Context: an optimization exercise on an open-source flow, tuned for small area, a short achievable clock period and few clock cycles per item. The choices shown serve that exercise and are no tape-out recipe. At most, simulation tests tie the RTL to the original design; equivalence was not proved. No activity file was given, so power comes from the tool's default toggle rates.

==> run C: inputs <==
Design tick_cpu_job_scheduler, start of the top module:
module tick_cpu_job_scheduler #(
	parameter int MAX_JOBS  = tcjs_pkg::MAX_JOBS_DEF,
	parameter int TIME_BITS = tcjs_pkg::TIME_BITS_DEF
) (
	input  logic                          clk,
	input  logic                          arst_n,
	input  logic                          cfg_write,
	input  logic [tcjs_pkg::CIDX_W-1:0]   cfg_index,
	input  logic [tcjs_pkg::CFG_W-1:0]    cfg_data,
	input  logic                          in_valid,
	output logic                          in_stall,
	input  logic                          operation,
	input  logic [tcjs_pkg::ID_W-1:0]     job_id,
	input  logic [tcjs_pkg::BURST_W-1:0]  job_burst,
	input  logic [tcjs_pkg::PRIO_W-1:0]   job_priority,
	input  logic [tcjs_pkg::ARR_W-1:0]    job_arrival,
	output logic                          out_valid,
	input  logic                          out_stall,
	output logic                          table_full,
	output logic                          running_valid,
	output logic [tcjs_pkg::ID_W-1:0]     running_id,
	output logic                          job_finished,
	output logic [tcjs_pkg::TICK_W-1:0]   turnaround_ticks,
	output logic [tcjs_pkg::TICK_W-1:0]   waiting_ticks,
	output logic [tcjs_pkg::SUM_W-1:0]    sum_turnaround,
	output logic [tcjs_pkg::SUM_W-1:0]    sum_waiting,
	output logic [tcjs_pkg::DONE_W-1:0]   done_count,
  ...
clock: 10.0 ns
lec_check: 0
cap_margin: 20
core_margin: 2
core_utilization: 40
setup_slack_margin: 3.5
slew_margin: 20
run.sh (not shown) runs the stock make flow with config.mk's settings and CLKGATE_MAP_FILE= SYNTH_SCRIPT=/design/flow/synth_recipe.tcl, a recipe that flattens the netlist after the stock synthesis.
==> inputs of run K, as changes to run C <==
--- a/flow/design.v
+++ b/flow/design.v
@@ -181,17 +181,17 @@
 	logic [7:0]   pr_q   [N];
 	logic [31:0]  arr_q  [N];
 	logic [15:0]  orig_q [N];
 	logic [15:0]  rr_q   [N];              
 	logic [N-1:0] p_q    [N];              
 	logic [31:0]  t_q;
 	logic [15:0]  s_q;
 	logic         lock_v_q;
-	logic [3:0]   lock_s_q;
+	logic [N-1:0] lock_oh_q;               
 	logic [31:0] t_inc;
 	assign t_inc = t_q + 32'd1;
 	logic [N-1:0] add_oh, dec_oh, dec_t;
 	logic [N-1:0] prec [N];
 	always_comb begin
 		for (int i = 0; i < N; i++)
 			for (int j = 0; j < N; j++)
 				prec[i][j] = (i < j) ? p_q[i][j] : ((i > j) ? !p_q[j][i] : 1'b0);
@@ -214,20 +214,19 @@
 	assign adm = w_q & a_q;
 	assign rdy = r_q | adm;
 	logic [15:0] key [N];
 	always_comb begin
 		for (int i = 0; i < N; i++)
 			key[i] = (rr_q[i] & {16{key_burst}}) | ({8'd0, pr_q[i]} & {16{key_prio}});
 	end
 	logic         lock_hit;
-	logic [N-1:0] lock_oh, cand;
-	assign lock_oh  = N'(1) << lock_s_q;
-	assign lock_hit = np_mode && lock_v_q && rdy[lock_s_q];
-	assign cand     = (run_mode ? rdy : '0) & (lock_hit ? lock_oh : '1);
+	logic [N-1:0] cand;
+	assign lock_hit = np_mode && lock_v_q;
+	assign cand     = (run_mode ? rdy : '0) & (lock_hit ? lock_oh_q : '1);
 	localparam logic [11:0] PXV = {2'd2, 2'd1, 2'd1, 2'd0, 2'd0, 2'd0};
 	localparam logic [11:0] PYV = {2'd3, 2'd3, 2'd2, 2'd3, 2'd2, 2'd1};
 	logic [5:0]  lrr_q [4], grr_q [4], lpr_q [4], gpr_q [4];
 	logic [3:0]  gwin [4];
 	logic [3:0]  gv;
 	logic [15:0] gkey [4];
 	logic [1:0]  gidx [4];
 	logic [15:0] rr_m1 [N];
@@ -323,47 +322,47 @@
 	logic [15:0] qv, s0, s1, s_next;
 	logic        rot;
 	assign qv = (quant_q == 16'd0) ? 16'd1 : quant_q;
 	assign s0 = (s_q == 16'd0) ? qv : s_q;
 	assign s1 = s0 - 16'd1;
 	assign rot = rr_mode && (s1 == 16'd0);
 	assign s_next = (done || s1 == 16'd0) ? qv : s1;
 	logic [N-1:0] adm_oh, wrest_oh, rot_oh, rdy_oh;
-	assign add_oh   = (ex_add && !full) ? add_sel : '0;
+	assign add_oh   = ex_add ? empty : '0;
 	assign adm_oh   = ex_tick ? adm : '0;
 	assign wrest_oh = w_q & ~a_q;
 	assign rdy_oh   = rdy;
 	assign rot_oh   = (ex_tick && rot) ? dec_oh : '0;
 	always_ff @(posedge clk or negedge arst_n) begin
 		if (!arst_n) begin
 			w_q      <= '0;
 			r_q      <= '0;
 			t_q      <= '0;
 			s_q      <= '0;
 			lock_v_q <= 1'b0;
-			lock_s_q <= '0;
+			lock_oh_q <= '0;
 		end else if (ex_add) begin
-			if (!full) w_q <= w_q | add_sel;
+			w_q <= w_q | add_sel;
 		end else if (ex_tick) begin
 			w_q <= w_q & ~adm;
 			r_q <= rdy & ~fin_oh;
 			t_q <= t_inc;
 			if (np_mode) begin
 				lock_v_q <= ran && !done;
-				lock_s_q <= ran ? widx : 4'd0;
+				lock_oh_q <= win;
 			end else if (run_mode) begin
 				lock_v_q <= 1'b0;
 			end
 			if (ran && rr_mode) s_q <= s_next;
 		end
 	end
 	always_ff @(posedge clk) begin
 		for (int i = 0; i < N; i++) begin
-			if (ex_add && add_sel[i] && !full) begin
+			if (ex_add && empty[i]) begin
 				id_q[i]   <= e_id;
 				pr_q[i]   <= e_prio;
 				arr_q[i]  <= e_arr;
 				orig_q[i] <= add_orig;
 				rr_q[i]   <= add_rr;
 				a_q[i]    <= add_arrived;
 			end else if (ex_tick) begin
 				a_q[i] <= (arr_q[i] == t_inc);
CORE_UTILIZATION = 50   (was 40)
CTS_CLUSTER_DIAMETER = 100   (was not set)
CTS_CLUSTER_SIZE = 20   (was not set)
SETUP_SLACK_MARGIN = 5   (was 3.5)
==> inputs of run F, as changes to run C <==
--- a/flow/design.v
+++ b/flow/design.v
@@ -24,18 +24,17 @@
 	localparam int W = KW + 2;
 	logic [3:0] beats [4];
 	logic [3:0] lt_xy [4];
 	for (genvar x = 0; x < 4; x++) begin : g_x
 		for (genvar y = x + 1; y < 4; y++) begin : g_y
 			tcjs_lt #(.W(W)) u_lt (
 				.a  ({!v[x], key[x*KW +: KW], !prec[4*x+y]}),
 				.b  ({!v[y], key[y*KW +: KW], 1'b1}),
-				.lt (lt_xy[x][y]),
-				.gt ()
+				.lt (lt_xy[x][y])
 			);
 		end
 	end
 	always_comb begin
 		for (int x = 0; x < 4; x++) begin
 			beats[x] = '0;
 			for (int y = 0; y < 4; y++)
 				if (x < y) beats[x][y] = lt_xy[x][y];
@@ -50,18 +49,17 @@
 		end
 	end
 endmodule
 module tcjs_lt #(
 	parameter int W = 18
 ) (
 	input  logic [W-1:0] a,
 	input  logic [W-1:0] b,
-	output logic         lt,
-	output logic         gt
+	output logic         lt
 );
 	logic [31:0] l0, g0;
 	logic [15:0] l1, g1;
 	logic [7:0]  l2, g2;
 	logic [3:0]  l3, g3;
 	logic [1:0]  l4, g4;
 	always_comb begin
 		l0 = '0;
@@ -81,17 +79,16 @@
 		assign l3[k] = l2[2*k+1] | (~g2[2*k+1] & l2[2*k]);
 		assign g3[k] = g2[2*k+1] | (~l2[2*k+1] & g2[2*k]);
 	end
 	for (genvar k = 0; k < 2; k++) begin : g_4
 		assign l4[k] = l3[2*k+1] | (~g3[2*k+1] & l3[2*k]);
 		assign g4[k] = g3[2*k+1] | (~l3[2*k+1] & g3[2*k]);
 	end
 	assign lt = l4[1] | (~g4[1] & l4[0]);
-	assign gt = g4[1] | (~l4[1] & g4[0]);
 endmodule
 module tcjs_datapath (
 	input  logic        clk,
 	input  logic        arst_n,
 	input  logic        cfg_write,
 	input  logic        cfg_index,
 	input  logic [15:0] cfg_data,
 	input  logic        in_valid,
@@ -184,17 +181,16 @@
 	logic [15:0]  rr_q   [N];              
 	logic [N-1:0] p_q    [N];              
 	logic [31:0]  t_q;
 	logic [15:0]  s_q;
 	logic         lock_v_q;
 	logic [3:0]   lock_s_q;
 	logic [31:0] t_inc;
 	assign t_inc = t_q + 32'd1;
-	logic [N-1:0] add_oh, dec_oh, dec_t;
 	logic [N-1:0] prec [N];
 	always_comb begin
 		for (int i = 0; i < N; i++)
 			for (int j = 0; j < N; j++)
 				prec[i][j] = (i < j) ? p_q[i][j] : ((i > j) ? !p_q[j][i] : 1'b0);
 	end
 	logic [N-1:0] empty, add_sel;
 	logic         full;
@@ -213,126 +209,85 @@
 	logic [N-1:0] adm, rdy;
 	assign adm = w_q & a_q;
 	assign rdy = r_q | adm;
 	logic [15:0] key [N];
 	always_comb begin
 		for (int i = 0; i < N; i++)
 			key[i] = (rr_q[i] & {16{key_burst}}) | ({8'd0, pr_q[i]} & {16{key_prio}});
 	end
-	logic         lock_hit;
-	logic [N-1:0] lock_oh, cand;
-	assign lock_oh  = N'(1) << lock_s_q;
-	assign lock_hit = np_mode && lock_v_q && rdy[lock_s_q];
-	assign cand     = (run_mode ? rdy : '0) & (lock_hit ? lock_oh : '1);
-	localparam logic [11:0] PXV = {2'd2, 2'd1, 2'd1, 2'd0, 2'd0, 2'd0};
-	localparam logic [11:0] PYV = {2'd3, 2'd3, 2'd2, 2'd3, 2'd2, 2'd1};
-	logic [5:0]  lrr_q [4], grr_q [4], lpr_q [4], gpr_q [4];
 	logic [3:0]  gwin [4];
 	logic [3:0]  gv;
 	logic [15:0] gkey [4];
 	logic [1:0]  gidx [4];
-	logic [15:0] rr_m1 [N];
 	for (genvar g = 0; g < 4; g++) begin : g_l1
-		logic [5:0] bxy;       
-		logic [3:0] c4;
-		assign c4 = cand[4*g +: 4];
+		logic [63:0] k4;
+		logic [15:0] p4;
 		always_comb begin
-			for (int p = 0; p < 6; p++)
-				bxy[p] = (key_burst & lrr_q[g][p]) | (key_prio & lpr_q[g][p]) |
-				         (!(key_burst & grr_q[g][p]) & !(key_prio & gpr_q[g][p]) &
-				          prec[4*g+PXV[2*p +: 2]][4*g+PYV[2*p +: 2]]);
-			gwin[g] = c4;
-			for (int p = 0; p < 6; p++) begin
-				if (c4[PYV[2*p +: 2]] && !bxy[p]) gwin[g][PXV[2*p +: 2]] = 1'b0;
-				if (c4[PXV[2*p +: 2]] &&  bxy[p]) gwin[g][PYV[2*p +: 2]] = 1'b0;
+			for (int x = 0; x < 4; x++) begin
+				k4[x*16 +: 16] = key[4*g+x];
+				for (int y = 0; y < 4; y++) p4[4*x+y] = prec[4*g+x][4*g+y];
 			end
-			gv[g] = |c4;
-			gkey[g] = '0;
-			for (int x = 0; x < 4; x++) if (gwin[g][x]) gkey[g] = gkey[g] | key[4*g+x];
-			gidx[g] = {gwin[g][3] | gwin[g][2], gwin[g][3] | gwin[g][1]};
 		end
-		logic [15:0] opa;
-		logic [3:0]  lta, gta, ltp, gtp;
+		tcjs_grp4 #(.KW(16)) u_grp (.v(rdy[4*g +: 4]), .key(k4), .prec(p4), .win(gwin[g]));
 		always_comb begin
-			opa = '0;
-			for (int x = 0; x < 4; x++) if (gwin[g][x]) opa = opa | rr_m1[4*g+x];
-			if (!e_op) opa = add_rr;
-		end
-		for (genvar k = 0; k < 4; k++) begin : g_k
-			tcjs_lt #(.W(16)) u_ca (.a(opa), .b(rr_q[4*g+k]), .lt(lta[k]), .gt(gta[k]));
-			tcjs_lt #(.W(8))  u_cp (.a(e_prio), .b(pr_q[4*g+k]), .lt(ltp[k]), .gt(gtp[k]));
-		end
-		always_ff @(posedge clk) begin
-			for (int p = 0; p < 6; p++) begin
-				if (add_oh[4*g+PXV[2*p +: 2]]) begin
-					lrr_q[g][p] <= lta[PYV[2*p +: 2]];
-					grr_q[g][p] <= gta[PYV[2*p +: 2]];
-					lpr_q[g][p] <= ltp[PYV[2*p +: 2]];
-					gpr_q[g][p] <= gtp[PYV[2*p +: 2]];
-				end else if (add_oh[4*g+PYV[2*p +: 2]]) begin
-					lrr_q[g][p] <= gta[PXV[2*p +: 2]];
-					grr_q[g][p] <= lta[PXV[2*p +: 2]];
-					lpr_q[g][p] <= gtp[PXV[2*p +: 2]];
-					gpr_q[g][p] <= ltp[PXV[2*p +: 2]];
-				end else if (dec_t[4*g+PXV[2*p +: 2]]) begin
-					lrr_q[g][p] <= lta[PYV[2*p +: 2]];
-					grr_q[g][p] <= gta[PYV[2*p +: 2]];
-				end else if (dec_t[4*g+PYV[2*p +: 2]]) begin
-					lrr_q[g][p] <= gta[PXV[2*p +: 2]];
-					grr_q[g][p] <= lta[PXV[2*p +: 2]];
-				end
-			end
+			gv[g] = |rdy[4*g +: 4];
+			gkey[g] = '0;
+			for (int x = 0; x < 4; x++) if (gwin[g][x]) gkey[g] = gkey[g] | k4[x*16 +: 16];
+			gidx[g] = {gwin[g][3] | gwin[g][2], gwin[g][3] | gwin[g][1]};
 		end
 	end
 	logic [15:0] p2;
 	logic [63:0] k2;
 	always_comb begin
 		for (int x = 0; x < 4; x++) begin
 			k2[x*16 +: 16] = gkey[x];
 			for (int y = 0; y < 4; y++)
 				p2[4*x+y] = (x == y) ? 1'b0 : prec[{2'(x), gidx[x]}][{2'(y), gidx[y]}];
 		end
 	end
 	logic [3:0] twin;
 	tcjs_grp4 #(.KW(16)) u_top (.v(gv), .key(k2), .prec(p2), .win(twin));
 	logic [N-1:0] tree_win;
 	always_comb begin
-		for (int i = 0; i < N; i++) tree_win[i] = twin[i/4] & gwin[i/4][i%4] & cand[i];
+		for (int i = 0; i < N; i++) tree_win[i] = twin[i/4] & gwin[i/4][i%4];
 	end
-	logic [N-1:0] win;
+	logic         lock_hit;
+	logic [N-1:0] lock_oh, win;
 	logic         ran;
-	assign ran = (cand != '0);
-	assign win = tree_win;
+	assign lock_oh  = N'(1) << lock_s_q;
+	assign lock_hit = np_mode && lock_v_q && rdy[lock_s_q];
+	assign ran      = run_mode && (rdy != '0);
+	assign win      = !ran ? '0 : (lock_hit ? lock_oh : tree_win);
 	logic [3:0] widx;
 	always_comb begin
 		widx = '0;
 		for (int i = 0; i < N; i++) if (win[i]) widx = widx | 4'(i);
 	end
 	logic [N-1:0] zero;
+	logic [15:0]  rr_m1 [N];
 	always_comb begin
 		for (int i = 0; i < N; i++) begin
 			zero[i]  = (rr_q[i] == 16'd0);
 			rr_m1[i] = rr_q[i] - 16'd1;
 		end
 	end
 	logic         done;
-	logic [N-1:0] fin_oh;
+	logic [N-1:0] fin_oh, dec_oh;
 	assign fin_oh = win & zero;
 	assign dec_oh = win & ~zero;
 	assign done   = |fin_oh;
-	assign dec_t  = ex_tick ? dec_oh : '0;
 	logic [15:0] qv, s0, s1, s_next;
 	logic        rot;
 	assign qv = (quant_q == 16'd0) ? 16'd1 : quant_q;
 	assign s0 = (s_q == 16'd0) ? qv : s_q;
 	assign s1 = s0 - 16'd1;
 	assign rot = rr_mode && (s1 == 16'd0);
 	assign s_next = (done || s1 == 16'd0) ? qv : s1;
-	logic [N-1:0] adm_oh, wrest_oh, rot_oh, rdy_oh;
+	logic [N-1:0] add_oh, adm_oh, wrest_oh, rot_oh, rdy_oh;
 	assign add_oh   = (ex_add && !full) ? add_sel : '0;
 	assign adm_oh   = ex_tick ? adm : '0;
 	assign wrest_oh = w_q & ~a_q;
 	assign rdy_oh   = rdy;
 	assign rot_oh   = (ex_tick && rot) ? dec_oh : '0;
 	always_ff @(posedge clk or negedge arst_n) begin
 		if (!arst_n) begin
 			w_q      <= '0;
SETUP_SLACK_MARGIN = not set   (was 3.5)
==> comparison table <==
| quantity | run K | run C | run F |
|---|---|---|---|
| Fraction of layout cells with a size suffix above 1 | 0.213 | 0.134 | 0.0913 |
| Slew at the pin with the worst max-slew slack | 1.31 ns | 1.26 ns | 1.14 ns |
| Reg-to-reg critical path endpoint | u_dp.p_q[2][13]$_SDFFE_PP1P_ | u_dp.arr_q[4][7]$_DFFE_PP_ | u_dp.rr_q[3][9]$_DFFE_PP_ |
| Share of the synthesized area in compound gates (AO/OA/AOI/OAI) | 0.185 | 0.184 | 0.204 |
| Filler cells | 18200 | 25700 | 26000 |
| FF+latch area | 56700 sq um | 56400 sq um | 53400 sq um |
| Multi-input logic area | 59800 sq um | 53700 sq um | 53300 sq um |
| Post-synthesis cell area | 113000 sq um | 112000 sq um | 112000 sq um |
| Setup slack of the most critical reg-to-reg path | 4.28 ns | 3.40 ns | 1.43 ns |
| Reported net switching power | 15.8 mW | 15.5 mW | 14.3 mW |
| Status | finished clean | finished clean | finished clean |
| Worst ir drop on vdd | 0.191 mV | 0.211 mV | 0.179 mV |
| Antenna violations before repair | 31 | 48 | 36 |
| TritonCTS buffer count | 117 | 224 | 216 |
| Final clock period utilization by the worst path | 0.572 | 0.660 | 0.857 |
| Final clock-cell share | 0.0264 | 0.0575 | 0.0558 |
| Skew final | 0.0810 ns | 0.102 ns | 0.143 ns |
| Critical path startpoint | u_dp.r_q[9]$_DFFE_PN0P_ | u_dp.w_q[1]$_DFFE_PN0P_ | u_dp.key_burst$_DFFE_PN0P_ |
| Endpoint with the worst hold slack | u_dp.running_valid$_DFFE_PP_ | u_dp.running_id[0]$_DFFE_PP_ | u_dp.running_id[4]$_DFFE_PP_ |
| Placement row count | 174 | 194 | 193 |
| Maximum net fanout on the critical path | 17 | 77 | 54 |
| Total number of yosys warnings | 40 | 40 | 29 |
| Leakage power figure | 49.0 nW | 46.6 nW | 43.5 nW |
Testbench counts of run K, summed over its fixed seeds: cycles 7,424, items 7,200.
Testbench counts of run F, summed over its fixed seeds: cycles 7,424, items 7,200.
For run C, only the layout was checked, not whether the RTL still works.

==> port drivers added, routing unchanged <==
Ports are ideal in the flow. The routed layouts listed here were re-timed in OpenROAD.
Step 1 sets driving cells, clkbuf_16 on the clock port and buf_2 on the other inputs (assumed; they add their load-dependent delay and slew).
Step 2 times the ports against the registers' clock, not the clock port: input delays grow and output delays shrink by t, the midpoint of the rising clock arrivals with the driver on.
a / b / c = ideal ports / drivers / drivers and shift; a / b = the first two.
run	shift t [ns]	slack for setup (ns)	hold WS [ns]
run C	1.010	3.402 / 3.402 / 2.555	0.432 / 0.432 / 0.432
run K	0.962	4.283 / 4.283 / 3.558	0.427 / 0.427 / 0.427
run F	1.008	1.435 / 1.435 / 1.435	0.427 / 0.427 / 0.427
After both steps setup and hold are still met in every run listed. For run C, which loses most, drivers alone change the setup slack by 0.000 ns; drivers and shift together by -0.847 ns.
